Source: an optimization exercise on an open RTL-to-GDS flow (aim: small area and a short achievable clock period). Production flows keep margins and buffers that such runs may drop.
RTL that was checked went through simulation tests only; none was proved equivalent to the original.
The flow treats the clock pin as an ideal source, which a real chip does not have.
Power is estimated from default activity; no workload was simulated.

== the previous run ==
// robotSensorTop
module robotSensorTop #(
	parameter int unsigned windowCycles = 500000,
	parameter int unsigned glitchTicks = 20
) (
	input  logic clk,
	input  logic reset,
	input  logic [7-1:0] encA,
	input  logic [7-1:0] encB,
	input  logic towerA,
	input  logic laserSync,
	input  logic laserSign,
	input  logic [5-1:0] limitSwitch,
	input  logic startIn,
	input  logic boardId,
	input  logic [1:0] key,
	input  logic wbCyc,
	input  logic wbStb,
	input  logic wbWe,
	input  logic [4-1:0] wbAdr,
	input  logic [16-1:0] wbDatIn,
	output logic [16-1:0] wbDatOut,
	output logic wbAck,
	output logic [1:0] irqN
);
For scale: about 2400 cells after synthesis, about 600 flip-flops, about 70 I/O pins, roughly 27000 µm² of cells after synthesis.
==> flow/config.mk <==
export PLATFORM = sky130hd
export DESIGN_NAME = robotSensorTop
export DESIGN_NICKNAME = robotSensorTop
export VERILOG_FILES = /design/flow/design.v
export SDC_FILE = /design/flow/constraint.sdc
export NUM_CORES = 4
export LEC_CHECK = 0
export CAP_MARGIN = 20
export CORE_MARGIN = 2
export CORE_UTILIZATION = 65
export PLACE_DENSITY = 0.77
export SETUP_SLACK_MARGIN = 1.9
export SLEW_MARGIN = 20
export TNS_END_PERCENT = 10
==> flow/constraint.sdc <==
create_clock -name core_clock -period 4.0 [get_ports {clk}]
set_input_delay 0.8000 -clock core_clock [delete_from_list [all_inputs] [get_ports {clk}]]
set_output_delay 0.8000 -clock core_clock [all_outputs]
set_load 0.01 [all_outputs]
standard.sh (not shown) runs the stock make flow with config.mk's settings and CLKGATE_MAP_FILE= SYNTH_SCRIPT=/design/flow/synth_recipe.tcl, a recipe that flattens the netlist after the stock synthesis.
==> flow/flow/run.sh <==
#!/bin/bash
# The standard layout, with the port buffers as plain buffers, sizing not tied to
# footprints, clock tree synthesis without dummy loads, and extra setup repair after it
bash standard.sh MATCH_CELL_FOOTPRINT=0 "BUFFER_PORTS_ARGS=-buffer_cell sky130_fd_sc_hd__buf_2" \
  "CTS_ARGS=-sink_clustering_enable -repair_clock_nets -dont_use_dummy_load -sink_clustering_size 30 -sink_clustering_max_diameter 80" \
  POST_CTS_TCL=$(pwd)/flow/post_cts.tcl finish > standard.log 2>&1
==> flow/flow/post_cts.tcl <==
# extra setup repair after clock tree synthesis: the standard repair stops at its worst
# endpoint, so repeat it, sizing up and buffering, to reach the paths behind that one
for {set i 0} {$i < 3} {incr i} {
  repair_timing -setup -setup_margin $::env(SETUP_SLACK_MARGIN) -repair_tns 100 \
    -sequence "sizeup,swap,buffer,clone,split" -verbose
}
detailed_placement
check_placement -verbose
Setup changes, the previous run to the current run
==> flow/flow/post_cts.tcl <==
# extra setup repair after clock tree synthesis: the standard repair stops at its worst
# endpoint; a further pass that only resizes gates reaches the paths behind it
repair_timing -setup -setup_margin 2.2 -repair_tns 100 -sequence "sizeup,swap" -skip_last_gasp -verbose
detailed_placement
check_placement -verbose
diff --git a/flow/config.mk b/flow/config.mk
--- a/flow/config.mk
+++ b/flow/config.mk
@@ -12,3 +12,2 @@
 export SETUP_SLACK_MARGIN = 1.9
 export SLEW_MARGIN = 20
-export TNS_END_PERCENT = 10
Findings:
- Run comparison: the current run kind of path behind the tightest hold check in -> reg; the previous run kind of path behind the tightest hold check in -> async
- Against the previous run, the current run reports a via count of the first global-routing pass that is higher.
- Final clock period utilization by the worst path, the previous run and the current run: smaller value in the current run
- The previous run → the current run: clock sink count essentially unchanged, power after layout ~0 delta, highest achievable clock rate +about 2.4%.
- Per the final summary, the current run finished and its layout is clean on timing, DRC and antenna.

== job 101 ==
Another version of the RTL of robotSensorTop (not shown whole).
Size: about 2500 cells after synthesis, ~70 I/O pins, ~0.027 mm² of cells after synthesis.
export LEC_CHECK = 0
export CAP_MARGIN = 20
export CORE_MARGIN = 2
export CORE_UTILIZATION = 65
export PLACE_DENSITY = 0.77
export SETUP_SLACK_MARGIN = 1.7
export SLEW_MARGIN = 20
create_clock -name core_clock -period 4.0 [get_ports {clk}]
==> flow/flow/run.sh <==
#!/bin/bash
# The standard layout, with the port buffers as plain buffers, sizing not tied to
# footprints, and clock tree synthesis without dummy loads
bash standard.sh MATCH_CELL_FOOTPRINT=0 "BUFFER_PORTS_ARGS=-buffer_cell sky130_fd_sc_hd__buf_2" \
  "CTS_ARGS=-sink_clustering_enable -repair_clock_nets -dont_use_dummy_load" finish > standard.log 2>&1
[inputs] job 102 vs job 101
# job 101
export LEC_CHECK = 0
export CAP_MARGIN = 20
export CORE_MARGIN = 2
export CORE_UTILIZATION = 65
export PLACE_DENSITY = 0.77
export SETUP_SLACK_MARGIN = 1.7
export SLEW_MARGIN = 20
create_clock -name core_clock -period 4.0 [get_ports {clk}]
# job 102
export LEC_CHECK = 0
export CAP_MARGIN = 20
export CORE_MARGIN = 2
export CORE_UTILIZATION = 40
export SETUP_SLACK_MARGIN = 1.6
export SLEW_MARGIN = 20
create_clock -name core_clock -period 4.0 [get_ports {clk}]
==> flow/flow/run.sh <==
#!/bin/bash
# The standard layout, with the port buffers as plain buffers and sizing not tied to footprints
bash standard.sh MATCH_CELL_FOOTPRINT=0 "BUFFER_PORTS_ARGS=-buffer_cell sky130_fd_sc_hd__buf_2" finish > standard.log 2>&1
- Job 102 finished end to end and its layout was clean on timing, DRC and antenna.
- Job 101 went all the way through the flow, and no timing, DRC or antenna check failed.
- Comparing power for job 101 and job 102, the bigger number came from job 102.
- Pin count of the biggest net entering global routing in job 102 is 37 higher than in job 101
- Delta (job 102 minus job 101): area growth from synthesis to layout increased 3.0 points, final cell count increased 12%, clock tree buffer count of the final layout increased 36.
What job 103 does differently from job 102 at the input level:
# job 102
export LEC_CHECK = 0
export CAP_MARGIN = 20
export CORE_MARGIN = 2
export CORE_UTILIZATION = 40
export SETUP_SLACK_MARGIN = 1.6
export SLEW_MARGIN = 20
create_clock -name core_clock -period 4.0 [get_ports {clk}]
# job 103
export LEC_CHECK = 0
export CAP_MARGIN = 20
export CORE_MARGIN = 2
export CORE_UTILIZATION = 40
export SETUP_SLACK_MARGIN = 1.75
export SLEW_MARGIN = 20
create_clock -name core_clock -period 4.0 [get_ports {clk}]
==> comparison <==
The total power reported for job 103 is greater than that of job 102 by 1.9%.
The ratio of total power to cell area of job 102 and that of job 103 are within noise of each other.
Detailed-route wire length on metal 1 in job 103 is 2.6% higher than in job 102
Detailed-route wire length deteriorates in job 103 relative to job 102.
Delta (job 103 minus job 102): share of the clock period used by the worst path rose by 0.20 points; cell leakage power rose by 0.18 nW; hold slack fell 0.027 ns; smallest setup slack after layout saw a decrease.
For job 104, these inputs were changed with respect to job 103:
# job 103
export LEC_CHECK = 0
export CAP_MARGIN = 20
export CORE_MARGIN = 2
export CORE_UTILIZATION = 40
export SETUP_SLACK_MARGIN = 1.75
export SLEW_MARGIN = 20
create_clock -name core_clock -period 4.0 [get_ports {clk}]
# job 104
export LEC_CHECK = 0
export CAP_MARGIN = 20
export CORE_MARGIN = 2
export CORE_UTILIZATION = 40
export SETUP_SLACK_MARGIN = 1.7
export SLEW_MARGIN = 20
create_clock -name core_clock -period 4.0 [get_ports {clk}]
==> flow/flow/run.sh <==
#!/bin/bash
# The standard layout, with the port buffers as plain buffers, sizing not tied to
# footprints, and clock tree synthesis without dummy loads
bash standard.sh MATCH_CELL_FOOTPRINT=0 "BUFFER_PORTS_ARGS=-buffer_cell sky130_fd_sc_hd__buf_2" \
  "CTS_ARGS=-sink_clustering_enable -repair_clock_nets -dont_use_dummy_load" finish > standard.log 2>&1
Notes after the runs:
Of job 103 and job 104, the run reporting the higher routing usage on met2 was job 103. Sort job 103 and job 104 by non-filler instance count after layout, descending, and job 103 comes first. Job 103 has a higher area overhead of the layout relative to synthesis than job 104. Diff job 103 -> job 104 | first-pass GRT wire length | down slightly.
Setup changes, job 104 to job 105
# job 104
export LEC_CHECK = 0
export CAP_MARGIN = 20
export CORE_MARGIN = 2
export CORE_UTILIZATION = 40
export SETUP_SLACK_MARGIN = 1.7
export SLEW_MARGIN = 20
create_clock -name core_clock -period 4.0 [get_ports {clk}]
# job 105
export LEC_CHECK = 0
export CAP_MARGIN = 20
export CORE_MARGIN = 2
export CORE_UTILIZATION = 55
export PLACE_DENSITY = 0.67
export SETUP_SLACK_MARGIN = 1.7
export SLEW_MARGIN = 20
create_clock -name core_clock -period 4.0 [get_ports {clk}]
==> comparison <==
Per the comparison of job 105 with job 104, total clock buffers created by CTS fell by about 10%; final cycle utilization of the critical path stayed essentially flat; sequential cell count stayed essentially flat.
Compared with job 104, job 105 is the less power-hungry design.
No functional check of the RTL was part of any run of this note.

run 1:
RTL: one of the versions met above, not the one the previous note started from.
For scale: roughly 2400 cells after synthesis, about 70 I/O pins, roughly 27000 µm² of cells after synthesis.
==> flow/config.mk <==
export PLATFORM = sky130hd
export DESIGN_NAME = robotSensorTop
export DESIGN_NICKNAME = robotSensorTop
export VERILOG_FILES = /design/flow/design.v
export SDC_FILE = /design/flow/constraint.sdc
export NUM_CORES = 4
export LEC_CHECK = 0
export CAP_MARGIN = 20
export CORE_MARGIN = 2
export CORE_UTILIZATION = 65
export PLACE_DENSITY = 0.77
export SETUP_SLACK_MARGIN = 1.9
export SLEW_MARGIN = 20
export TNS_END_PERCENT = 40
==> flow/constraint.sdc <==
create_clock -name core_clock -period 4.0 [get_ports {clk}]
set_input_delay 0.8000 -clock core_clock [delete_from_list [all_inputs] [get_ports {clk}]]
set_output_delay 0.8000 -clock core_clock [all_outputs]
set_load 0.01 [all_outputs]
==> flow/flow/run.sh <==
#!/bin/bash
# The standard layout, with the port buffers as plain buffers, sizing not tied to
# footprints, clock tree synthesis without dummy loads, and extra setup repair after it
bash standard.sh MATCH_CELL_FOOTPRINT=0 "BUFFER_PORTS_ARGS=-buffer_cell sky130_fd_sc_hd__buf_2" \
  "CTS_ARGS=-sink_clustering_enable -repair_clock_nets -dont_use_dummy_load -sink_clustering_size 30 -sink_clustering_max_diameter 80" \
  POST_CTS_TCL=$(pwd)/flow/post_cts.tcl finish > standard.log 2>&1
==> flow/flow/post_cts.tcl <==
# extra setup repair after clock tree synthesis: the standard repair stops at its worst
# endpoint, so repeat it, sizing up and buffering, to reach the paths behind that one
for {set i 0} {$i < 3} {incr i} {
  repair_timing -setup -setup_margin $::env(SETUP_SLACK_MARGIN) -repair_tns 100 \
    -sequence "sizeup,swap,buffer,clone,split" -verbose
}
detailed_placement
check_placement -verbose
Run 1: PASS, flow complete, no timing, DRC or antenna violations
The inputs of run 2 differ from those of run 1 as listed below.
-- flow/config.mk --
<<< run 1, line 9
export CORE_MARGIN = 2
export CORE_UTILIZATION = 65
export PLACE_DENSITY = 0.77
export SETUP_SLACK_MARGIN = 1.9
export SLEW_MARGIN = 20
export TNS_END_PERCENT = 40
>>> run 2, line 9
export CORE_MARGIN = 2
export CORE_UTILIZATION = 75
export PLACE_DENSITY = 0.85
export SETUP_SLACK_MARGIN = 1.9
export SLEW_MARGIN = 20
--- outcome ---
Final non-filler cell area: run 2 better than run 1. Run 2: non-clock buffer count is 3.7% higher than what run 1 reported. On final net count, run 1 and run 2 are basically level.
Input-level comparison between run 3 and run 2:
-- flow/config.mk --
<<< run 2, line 9
export CORE_MARGIN = 2
export CORE_UTILIZATION = 75
export PLACE_DENSITY = 0.85
export SETUP_SLACK_MARGIN = 1.9
export SLEW_MARGIN = 20
>>> run 3, line 9
export CORE_MARGIN = 2
export CORE_UTILIZATION = 65
export PLACE_DENSITY = 0.77
export SETUP_SLACK_MARGIN = 1.8
export SLEW_MARGIN = 20
==> comparison <==
Compared with run 2, run 3 has less setup slack. Going from run 2 to run 3, length of the first detailed-routing pass in iterations flat, met2 usage dropped 9.2 points, multi-input logic portion of the cell area moved down, non-clock buffer count went down 23, required time reported for the critical path endpoint went down. The die extent in x in run 2 is 0.932 times that in run 3. Compare run 3 and run 2 | global-route total usage across every layer higher: run 2.
## Diff of input files: run 4 against run 3
==> flow/flow/run.sh <==
#!/bin/bash
# The standard layout, with the port buffers as plain buffers, sizing not tied to
# footprints, clock tree synthesis without dummy loads, and extra setup repair after it
bash standard.sh MATCH_CELL_FOOTPRINT=0 "BUFFER_PORTS_ARGS=-buffer_cell sky130_fd_sc_hd__buf_2" \
  "CTS_ARGS=-sink_clustering_enable -repair_clock_nets -dont_use_dummy_load" \
  POST_CTS_TCL=$(pwd)/flow/post_cts.tcl finish > standard.log 2>&1
- Looking at fraction of area in multi-input gates, run 4 sits 1.0 points lower than run 3 does.
- Compared to run 3, run 4 shows a narrower setup margin.
- Relative to run 3, the overall routed net length of run 4 is higher by 1600 µm.
- Changes observed in run 4 relative to run 3: net switching power went up 13%; achievable frequency went down 0.40%.
Here is what was changed in the inputs of run 5 compared with run 4.
==> flow/flow/run.sh <==
#!/bin/bash
# The standard layout, with the port buffers as plain buffers, sizing not tied to
# footprints, clock tree synthesis without dummy loads, and extra setup repair after it
bash standard.sh MATCH_CELL_FOOTPRINT=0 "BUFFER_PORTS_ARGS=-buffer_cell sky130_fd_sc_hd__buf_2" \
  "CTS_ARGS=-sink_clustering_enable -repair_clock_nets -dont_use_dummy_load -sink_clustering_size 25 -sink_clustering_max_diameter 60" \
  POST_CTS_TCL=$(pwd)/flow/post_cts.tcl finish > standard.log 2>&1
-- flow/config.mk --
<<< run 4, line 11
export PLACE_DENSITY = 0.77
export SETUP_SLACK_MARGIN = 1.8
export SLEW_MARGIN = 20
>>> run 5, line 11
export PLACE_DENSITY = 0.77
export SETUP_SLACK_MARGIN = 1.9
export SLEW_MARGIN = 20
### Flow results
No stage failed in run 5, and the final checks on the layout all came back clean.
In summary, run 4 completed successfully, with a layout that passed the timing, DRC and antenna checks.
Summary of run 5 over run 4: total power consumption of the routed design saw a decrease; wire length on met2 saw a decrease; setup slack saw an increase; count of clock-buffer cells in the layout saw a decrease.
On routed length per instance, run 5 and run 4 are basically level.
Wire length on met3 went down by a few percent going from run 4 to run 5.
Compared run 5 against run 4; total wirelength of the detailed-routed design within noise.
Between run 5 and run 4, the difference in utilization of the core after routing is negligible.
Higher maximum frequency among run 5 and run 4: run 5
Share of layout cells above drive strength 1: run 5 > run 4

-- what the ideal ports hide --
The flow's constraints put no driver on any port. The routed layouts listed below were extracted and timed again, unchanged, in two steps.
Step 1 (the two cells are an assumption about what drives the block):
set clk [get_ports {clk}]
set_driving_cell -lib_cell sky130_fd_sc_hd__clkbuf_16 $clk
set_driving_cell -lib_cell sky130_fd_sc_hd__buf_2 [delete_from_list [all_inputs] $clk]
Step 2 also shifts input and output timing later by t, the mid clock arrival at the registers, as if the neighbouring blocks saw the same clock.
Three values: ideal, step 1, step 2; two values: the first two.
run	t, ns	setup WS [ns]	worst setup path at the end	worst data-port slew with drivers (ns)
the previous run	0.644	1.828 / 1.828 / 1.370	input to register	0.04
the current run	0.643	1.880 / 1.880 / 1.495	input to register	0.07
job 101	0.653	1.657 / 1.657 / 1.195	input to register	0.06
job 102	0.674	1.613 / 1.613 / 1.032	input to register	0.12
job 103	0.671	1.605 / 1.605 / 1.086	input to register	0.11
job 104	0.636	1.656 / 1.656 / 1.183	input to register	0.12
job 105	0.663	1.652 / 1.652 / 1.279	input to register	0.08
run 1	0.645	1.849 / 1.849 / 1.346	input to register	0.05
run 2	0.634	1.858 / 1.858 / 1.336	input to register	0.05
run 3	0.643	1.845 / 1.845 / 1.442	input to register	0.04
run 4	0.651	1.836 / 1.836 / 1.379	input to register	0.04
run 5	0.617	1.849 / 1.849 / 1.422	input to register	0.05
After both steps every run listed still meets setup and hold. For job 102, which loses most, drivers alone change the setup slack by 0.000 ns; drivers and shift together by -0.581 ns.
